This is an optimization exercise on Yosys and OpenROAD, whose aim is small area, a short achievable clock period and few clock cycles per item, not a production implementation. At most, simulation tests tie the RTL to the original design; equivalence was not proved. Power figures rest on the tool's default switching activity, not on a simulated workload.

==> inputs of v21 <==
==> flow/design.v (excerpt) <==
module uri_component_splitter_top #(
  parameter int MAX_LEN = ucs_pkg::MAX_LEN_DEF
) (
  input  logic              clk,
  input  logic              rst,
  input  logic              uri_valid,
  output logic              uri_ready,
  input  logic [ucs_pkg::CH_W-1:0]   uri_ch,
  input  logic              uri_end_of_uri,
  output logic              rec_valid,
  input  logic              rec_ready,
  output logic [2:0]        rec_component,
  output logic [ucs_pkg::OFS_W-1:0]  rec_start_offset,
  output logic [ucs_pkg::OFS_W-1:0]  rec_length,
  output logic [ucs_pkg::PORT_W-1:0] rec_port_value,
  output logic              rec_abs_flag,
  output logic              rec_frag_only_flag,
  output logic              rec_overflow,
  output logic              rec_last
);
  ucs_pkg::ucs_snap_t snap;
  logic      free;
  logic      waiting;    
  logic      take, ended, load;
  assign uri_ready = !waiting;
  assign take      = uri_valid && !waiting;
  assign ended     = take && uri_end_of_uri;
  assign load      = free && (ended || waiting);
  always_ff @(posedge clk) begin
    if (rst) waiting <= 1'b0;
    else     waiting <= (ended || waiting) && !free;
  end
  ucs_parser u_parser (
    .clk   (clk),
    .rst   (rst),
    .step  (take && !uri_end_of_uri),
    .clear (load),
    .ch    (uri_ch),
    .snap  (snap)
  );
  ucs_emit u_emit (
    .clk     (clk),
    .rst     (rst),
    .load    (load),
    .snap_in (snap),
    .free    (free),
  ...
==> module ucs_emit, before the edit <==
module ucs_emit (
  input  logic                        clk,
  input  logic                        rst,
  input  logic                        load,
  input  ucs_pkg::ucs_snap_t          snap_in,
  output logic                        free,
  output logic                        rec_valid,
  input  logic                        rec_ready,
  output logic [2:0]                  rec_component,
  output logic [ucs_pkg::OFS_W-1:0]   rec_start_offset,
  output logic [ucs_pkg::OFS_W-1:0]   rec_length,
  output logic [ucs_pkg::PORT_W-1:0]  rec_port_value,
  output logic                        rec_abs_flag,
  output logic                        rec_frag_only_flag,
  output logic                        rec_overflow,
  output logic                        rec_last
);
  localparam int W = ucs_pkg::OFS_W;
  localparam logic [ucs_pkg::NUM_COMP-1:0] CLOSE_ONLY = 7'b1000000;
  ucs_pkg::ucs_snap_t           snap;
  logic [ucs_pkg::NUM_COMP-1:0] pending;
  logic [ucs_pkg::NUM_COMP-1:0] sel;
  logic [2:0]                   sel_comp;
  logic                         out_valid;
  logic                         advance;
  always_comb begin
    sel      = '0;
    sel_comp = 3'd6;
    for (int i = ucs_pkg::NUM_COMP - 1; i >= 0; i--) begin
      if (pending[i]) begin
        sel      = ucs_pkg::NUM_COMP'(1) << i;
        sel_comp = 3'(i);
      end
    end
  end
  assign advance = (pending != '0) && (!out_valid || rec_ready);
  assign free    = (pending == '0) || (pending == CLOSE_ONLY && advance);
  logic [W-1:0] base, stop, start, len;
  logic [1:0]   k;
  always_comb begin
    base = '0;
    k    = 2'd0;
    stop = snap.n;
    unique case (1'b1)
      sel[0]: begin                                    
        stop = snap.c;
      end
      sel[1]: begin                                    
        base = snap.abs_flag ? snap.c : '0;
        k    = snap.abs_flag ? 2'd3 : 2'd2;
        stop = pending[2] ? snap.l : snap.e;
      end
      sel[2]: begin                                    
        base = snap.l;
        k    = 2'd1;
        stop = snap.e;
      end
      sel[3]: begin                                    
        base = snap.has_host ? snap.e : (snap.abs_flag ? snap.c : '0);
        k    = {1'b0, !snap.has_host && snap.abs_flag};
        stop = pending[4] ? snap.q : (pending[5] ? snap.h : snap.n);
      end
      sel[4]: begin                                    
        base = snap.q;
        k    = 2'd1;
        stop = pending[5] ? snap.h : snap.n;
      end
      sel[5]: begin                                    
        base = snap.h;
        k    = 2'd1;
      end
      default: ;                                       
    endcase
  end
  assign start = base + W'(k);
  assign len   = stop - start;
  always_ff @(posedge clk) begin
    if (rst) begin
      pending   <= '0;
      out_valid <= 1'b0;
    end else begin
      if (load)         pending <= snap_in.mask;
      else if (advance) pending <= pending & ~sel;
      if (advance)        out_valid <= 1'b1;
      else if (rec_ready) out_valid <= 1'b0;
    end
  end
  always_ff @(posedge clk) begin
    if (load) snap <= snap_in;
    if (advance) begin
      rec_component      <= sel_comp;
      rec_start_offset   <= start;
      rec_length         <= len;
      rec_abs_flag       <= snap.abs_flag;
      rec_frag_only_flag <= snap.frag_only_flag;
      rec_overflow       <= snap.overflow;
    end
  end
  assign rec_port_value = (rec_component == 3'd2) ? snap.port_value : '0;
  assign rec_last       = (rec_component == 3'd6);
  assign rec_valid      = out_valid;
endmodule
Settings: LEC_CHECK=0, CAP_MARGIN=20, CORE_MARGIN=2, CORE_UTILIZATION=40, SETUP_SLACK_MARGIN=2.0, SLEW_MARGIN=20; clock period 5.0 ns.
run.sh (not shown) runs the stock make flow with config.mk's settings and CLKGATE_MAP_FILE= SYNTH_SCRIPT=/design/flow/synth_recipe.tcl, a recipe that flattens the netlist after the stock synthesis.
==> v10 (differences from v21) <==
--- a/flow/design.v
+++ b/flow/design.v
@@ -257,77 +257,78 @@
   output logic                        rec_last
 );
   localparam int W = ucs_pkg::OFS_W;
-  localparam logic [ucs_pkg::NUM_COMP-1:0] CLOSE_ONLY = 7'b1000000;
   ucs_pkg::ucs_snap_t           snap;
-  logic [ucs_pkg::NUM_COMP-1:0] pending;
-  logic [ucs_pkg::NUM_COMP-1:0] sel;
+  logic [ucs_pkg::NUM_COMP-1:0] pending;    
+  logic [ucs_pkg::NUM_COMP-1:0] sel;        
+  logic [ucs_pkg::NUM_COMP-1:0] after_sel, sel_after, sel_load;
   logic [2:0]                   sel_comp;
   logic                         out_valid;
   logic                         advance;
+  function automatic logic [ucs_pkg::NUM_COMP-1:0] lowest(input logic [ucs_pkg::NUM_COMP-1:0] m);
+    lowest = m & (~m + ucs_pkg::NUM_COMP'(1));
+  endfunction
+  assign after_sel = pending & ~sel;
+  assign sel_after = lowest(after_sel);
+  assign sel_load  = lowest(snap_in.mask);
   always_comb begin
-    sel      = '0;
     sel_comp = 3'd6;
     for (int i = ucs_pkg::NUM_COMP - 1; i >= 0; i--) begin
-      if (pending[i]) begin
-        sel      = ucs_pkg::NUM_COMP'(1) << i;
-        sel_comp = 3'(i);
-      end
+      if (sel[i]) sel_comp = 3'(i);
     end
   end
   assign advance = (pending != '0) && (!out_valid || rec_ready);
-  assign free    = (pending == '0) || (pending == CLOSE_ONLY && advance);
+  assign free    = (pending == '0) || (sel[6] && advance);
   logic [W-1:0] base, stop, start, len;
-  logic [1:0]   k;
+  logic         k;
   always_comb begin
     base = '0;
-    k    = 2'd0;
-    stop = snap.n;
-    unique case (1'b1)
-      sel[0]: begin                                    
-        stop = snap.c;
-      end
-      sel[1]: begin                                    
-        base = snap.abs_flag ? snap.c : '0;
-        k    = snap.abs_flag ? 2'd3 : 2'd2;
-        stop = pending[2] ? snap.l : snap.e;
-      end
-      sel[2]: begin                                    
-        base = snap.l;
-        k    = 2'd1;
-        stop = snap.e;
-      end
-      sel[3]: begin                                    
-        base = snap.has_host ? snap.e : (snap.abs_flag ? snap.c : '0);
-        k    = {1'b0, !snap.has_host && snap.abs_flag};
-        stop = pending[4] ? snap.q : (pending[5] ? snap.h : snap.n);
-      end
-      sel[4]: begin                                    
-        base = snap.q;
-        k    = 2'd1;
-        stop = pending[5] ? snap.h : snap.n;
-      end
-      sel[5]: begin                                    
-        base = snap.h;
-        k    = 2'd1;
-      end
-      default: ;                                       
-    endcase
+    stop = '0;
+    k    = 1'b0;
+    if (sel[0])                 stop = stop | snap.c;
+    if (sel[1])                 base = base | snap.c;
+    if (sel[1] && pending[2])   stop = stop | snap.l;
+    if (sel[1] && !pending[2])  stop = stop | snap.e;
+    if (sel[2])                 base = base | snap.l;
+    if (sel[2])                 stop = stop | snap.e;
+    if (sel[3] && snap.has_host)  base = base | snap.e;
+    if (sel[3] && !snap.has_host) base = base | snap.c;
+    if (sel[3] && pending[4])   stop = stop | snap.q;
+    if (sel[3] && !pending[4] && pending[5]) stop = stop | snap.h;
+    if (sel[4])                 base = base | snap.q;
+    if (sel[4] && pending[5])   stop = stop | snap.h;
+    if (sel[5])                 base = base | snap.h;
+    if ((sel[3] && !pending[4] && !pending[5]) || (sel[4] && !pending[5]) || sel[5] || sel[6])
+      stop = stop | snap.n;
+    k = sel[2] | sel[4] | sel[5];
   end
+  logic [W:0] len_x;
   assign start = base + W'(k);
-  assign len   = stop - start;
+  assign len_x = {stop, 1'b1} + {~base, !k};
+  assign len   = len_x[W:1];
   always_ff @(posedge clk) begin
     if (rst) begin
       pending   <= '0;
+      sel       <= '0;
       out_valid <= 1'b0;
     end else begin
-      if (load)         pending <= snap_in.mask;
-      else if (advance) pending <= pending & ~sel;
+      if (load) begin
+        pending <= snap_in.mask;
+        sel     <= sel_load;
+      end else if (advance) begin
+        pending <= after_sel;
+        sel     <= sel_after;
+      end
       if (advance)        out_valid <= 1'b1;
       else if (rec_ready) out_valid <= 1'b0;
     end
   end
   always_ff @(posedge clk) begin
-    if (load) snap <= snap_in;
+    if (load) begin
+      snap   <= snap_in;
+      snap.c <= snap_in.abs_flag ? snap_in.c : (snap_in.has_host ? W'(2) : W'(0));
+    end else if (advance && sel[0]) begin
+      snap.c <= snap.c + (snap.has_host ? W'(3) : W'(1));
+    end
     if (advance) begin
       rec_component      <= sel_comp;
       rec_start_offset   <= start;
- SETUP_SLACK_MARGIN: 2.0 -> 3.0
==> v25 (differences from v21) <==
--- a/flow/design.v
+++ b/flow/design.v
@@ -257,77 +257,78 @@
   output logic                        rec_last
 );
   localparam int W = ucs_pkg::OFS_W;
-  localparam logic [ucs_pkg::NUM_COMP-1:0] CLOSE_ONLY = 7'b1000000;
   ucs_pkg::ucs_snap_t           snap;
-  logic [ucs_pkg::NUM_COMP-1:0] pending;
-  logic [ucs_pkg::NUM_COMP-1:0] sel;
+  logic [ucs_pkg::NUM_COMP-1:0] pending;    
+  logic [ucs_pkg::NUM_COMP-1:0] sel;        
+  logic [ucs_pkg::NUM_COMP-1:0] after_sel, sel_after, sel_load;
   logic [2:0]                   sel_comp;
   logic                         out_valid;
   logic                         advance;
+  function automatic logic [ucs_pkg::NUM_COMP-1:0] lowest(input logic [ucs_pkg::NUM_COMP-1:0] m);
+    lowest = m & (~m + ucs_pkg::NUM_COMP'(1));
+  endfunction
+  assign after_sel = pending & ~sel;
+  assign sel_after = lowest(after_sel);
+  assign sel_load  = lowest(snap_in.mask);
   always_comb begin
-    sel      = '0;
     sel_comp = 3'd6;
     for (int i = ucs_pkg::NUM_COMP - 1; i >= 0; i--) begin
-      if (pending[i]) begin
-        sel      = ucs_pkg::NUM_COMP'(1) << i;
-        sel_comp = 3'(i);
-      end
+      if (sel[i]) sel_comp = 3'(i);
     end
   end
   assign advance = (pending != '0) && (!out_valid || rec_ready);
-  assign free    = (pending == '0) || (pending == CLOSE_ONLY && advance);
+  assign free    = (pending == '0) || (sel[6] && advance);
   logic [W-1:0] base, stop, start, len;
-  logic [1:0]   k;
+  logic         k;
   always_comb begin
     base = '0;
-    k    = 2'd0;
-    stop = snap.n;
-    unique case (1'b1)
-      sel[0]: begin                                    
-        stop = snap.c;
-      end
-      sel[1]: begin                                    
-        base = snap.abs_flag ? snap.c : '0;
-        k    = snap.abs_flag ? 2'd3 : 2'd2;
-        stop = pending[2] ? snap.l : snap.e;
-      end
-      sel[2]: begin                                    
-        base = snap.l;
-        k    = 2'd1;
-        stop = snap.e;
-      end
-      sel[3]: begin                                    
-        base = snap.has_host ? snap.e : (snap.abs_flag ? snap.c : '0);
-        k    = {1'b0, !snap.has_host && snap.abs_flag};
-        stop = pending[4] ? snap.q : (pending[5] ? snap.h : snap.n);
-      end
-      sel[4]: begin                                    
-        base = snap.q;
-        k    = 2'd1;
-        stop = pending[5] ? snap.h : snap.n;
-      end
-      sel[5]: begin                                    
-        base = snap.h;
-        k    = 2'd1;
-      end
-      default: ;                                       
-    endcase
+    stop = '0;
+    k    = 1'b0;
+    if (sel[0])                 stop = stop | snap.c;
+    if (sel[1])                 base = base | snap.c;
+    if (sel[1] && pending[2])   stop = stop | snap.l;
+    if (sel[1] && !pending[2])  stop = stop | snap.e;
+    if (sel[2])                 base = base | snap.l;
+    if (sel[2])                 stop = stop | snap.e;
+    if (sel[3] && snap.has_host)  base = base | snap.e;
+    if (sel[3] && !snap.has_host) base = base | snap.c;
+    if (sel[3] && pending[4])   stop = stop | snap.q;
+    if (sel[3] && !pending[4] && pending[5]) stop = stop | snap.h;
+    if (sel[4])                 base = base | snap.q;
+    if (sel[4] && pending[5])   stop = stop | snap.h;
+    if (sel[5])                 base = base | snap.h;
+    if ((sel[3] && !pending[4] && !pending[5]) || (sel[4] && !pending[5]) || sel[5] || sel[6])
+      stop = stop | snap.n;
+    k = sel[2] | sel[4] | sel[5];
   end
+  logic [W:0] len_x;
   assign start = base + W'(k);
-  assign len   = stop - start;
+  assign len_x = {stop, 1'b1} + {~base, !k};
+  assign len   = len_x[W:1];
   always_ff @(posedge clk) begin
     if (rst) begin
       pending   <= '0;
+      sel       <= '0;
       out_valid <= 1'b0;
     end else begin
-      if (load)         pending <= snap_in.mask;
-      else if (advance) pending <= pending & ~sel;
+      if (load) begin
+        pending <= snap_in.mask;
+        sel     <= sel_load;
+      end else if (advance) begin
+        pending <= after_sel;
+        sel     <= sel_after;
+      end
       if (advance)        out_valid <= 1'b1;
       else if (rec_ready) out_valid <= 1'b0;
     end
   end
   always_ff @(posedge clk) begin
-    if (load) snap <= snap_in;
+    if (load) begin
+      snap   <= snap_in;
+      snap.c <= snap_in.abs_flag ? snap_in.c : (snap_in.has_host ? W'(2) : W'(0));
+    end else if (advance && sel[0]) begin
+      snap.c <= snap.c + (snap.has_host ? W'(3) : W'(1));
+    end
     if (advance) begin
       rec_component      <= sel_comp;
       rec_start_offset   <= start;
==> v35 (differences from v21) <==
- SETUP_SLACK_MARGIN: 2.0 -> unset
==> comparison table <==
item                                                                              v25             v10                    v21                    v35
Outcome                                                      timing/DRC/antenna clean  timing/DRC/antenna clean  timing/DRC/antenna clean  timing/DRC/antenna clean
Core Rows                                                                          64              64                     63                     63
Total placed instance area                                              0.01362 sq mm   0.01407 sq mm          0.01321 sq mm          0.01311 sq mm
Weighted congestion at the end of routability-driven global placement          0.8504          0.8426                 0.8884                 0.9308
Initial Utilization                                                            40.66%          40.66%                 40.52%                 40.52%
Hold slack                                                                   414.1 ps        411.1 ps               413.0 ps               412.6 ps
Met2 wirelength from detailed routing                                   13050 microns   17230 microns          13720 microns          11800 microns
Fraction of power consumed by the clock network                                 38.9%           37.3%                  41.8%                  41.2%
Tapcell count                                                                     396             396                    390                    390
Fraction of the mapped netlist area in compound gates                          11.32%          11.32%                 12.47%                 12.47%
First-pass GRT wire length                                              46920 microns   53950 microns          44790 microns          42660 microns
Routed length on met1                                                   13920 microns   15960 microns          12460 microns          12900 microns
Power Sequential                                                            0.00247 W       0.00247 W              0.00235 W              0.00235 W
DIE WIDTH                                                               180.6 microns   180.6 microns          177.0 microns          177.0 microns
Setup repair after global routing missed its margin                              true            true                   true                  false
Power dissipated in the clock network                                       0.00203 W       0.00205 W              0.00202 W              0.00191 W
Capturing element of the worst setup path                              u_emit.snap[8]  u_emit.snap[7]  u_emit.rec_length[11]  u_emit.rec_length[11]
Sequential-to-total area share from yosys stat                                 56.75%          56.75%                 58.08%                 58.08%
Testbench counts of v21, summed over its fixed seeds: cycles 95,171, items 94,275.
Testbench counts of v35, summed over its fixed seeds: cycles 95,171, items 94,275.
Only the layout flow was run in v10 and v25; the RTL was not checked for function there.

==> re-timing with driven ports <==
The results above use ideal ports. As a check the final layouts listed here were re-extracted and re-timed, cells and wires unchanged. Step 1: set_driving_cell puts a clkbuf_16 on clk and a buf_2 on each other input, an assumption about the parent block. Step 2 adds t to the input delays and takes it off the output delays; t is the mean of the earliest and latest rising clock arrival at the registers after step 1. Input paths then give back, and output paths get back, about the clock's delay inside the block. Three values: ideal ports, drivers, drivers and shift; two values: the first two.
| run | t (ns) | setup slack, ns | hold WS [ns] | worst setup path at the end | worst slew at a driven data input, ns |
|---|---|---|---|---|---|
| v21 | 0.575 | 1.314 / 1.314 / 1.314 | 0.413 / 0.413 / 0.413 | register to register | 0.03 |
| v10 | 0.577 | 1.628 / 1.628 / 1.628 | 0.411 / 0.411 / 0.411 | register to register | 0.05 |
| v25 | 0.575 | 1.665 / 1.665 / 1.609 | 0.414 / 0.414 / 0.414 | input to register | 0.04 |
| v35 | 0.566 | 0.531 / 0.531 / 0.531 | 0.413 / 0.413 / 0.413 | register to register | 0.03 |
After both steps setup and hold are still met in every run listed. For v25, which loses most, drivers alone change the setup slack by 0.000 ns; drivers and shift together by -0.056 ns.
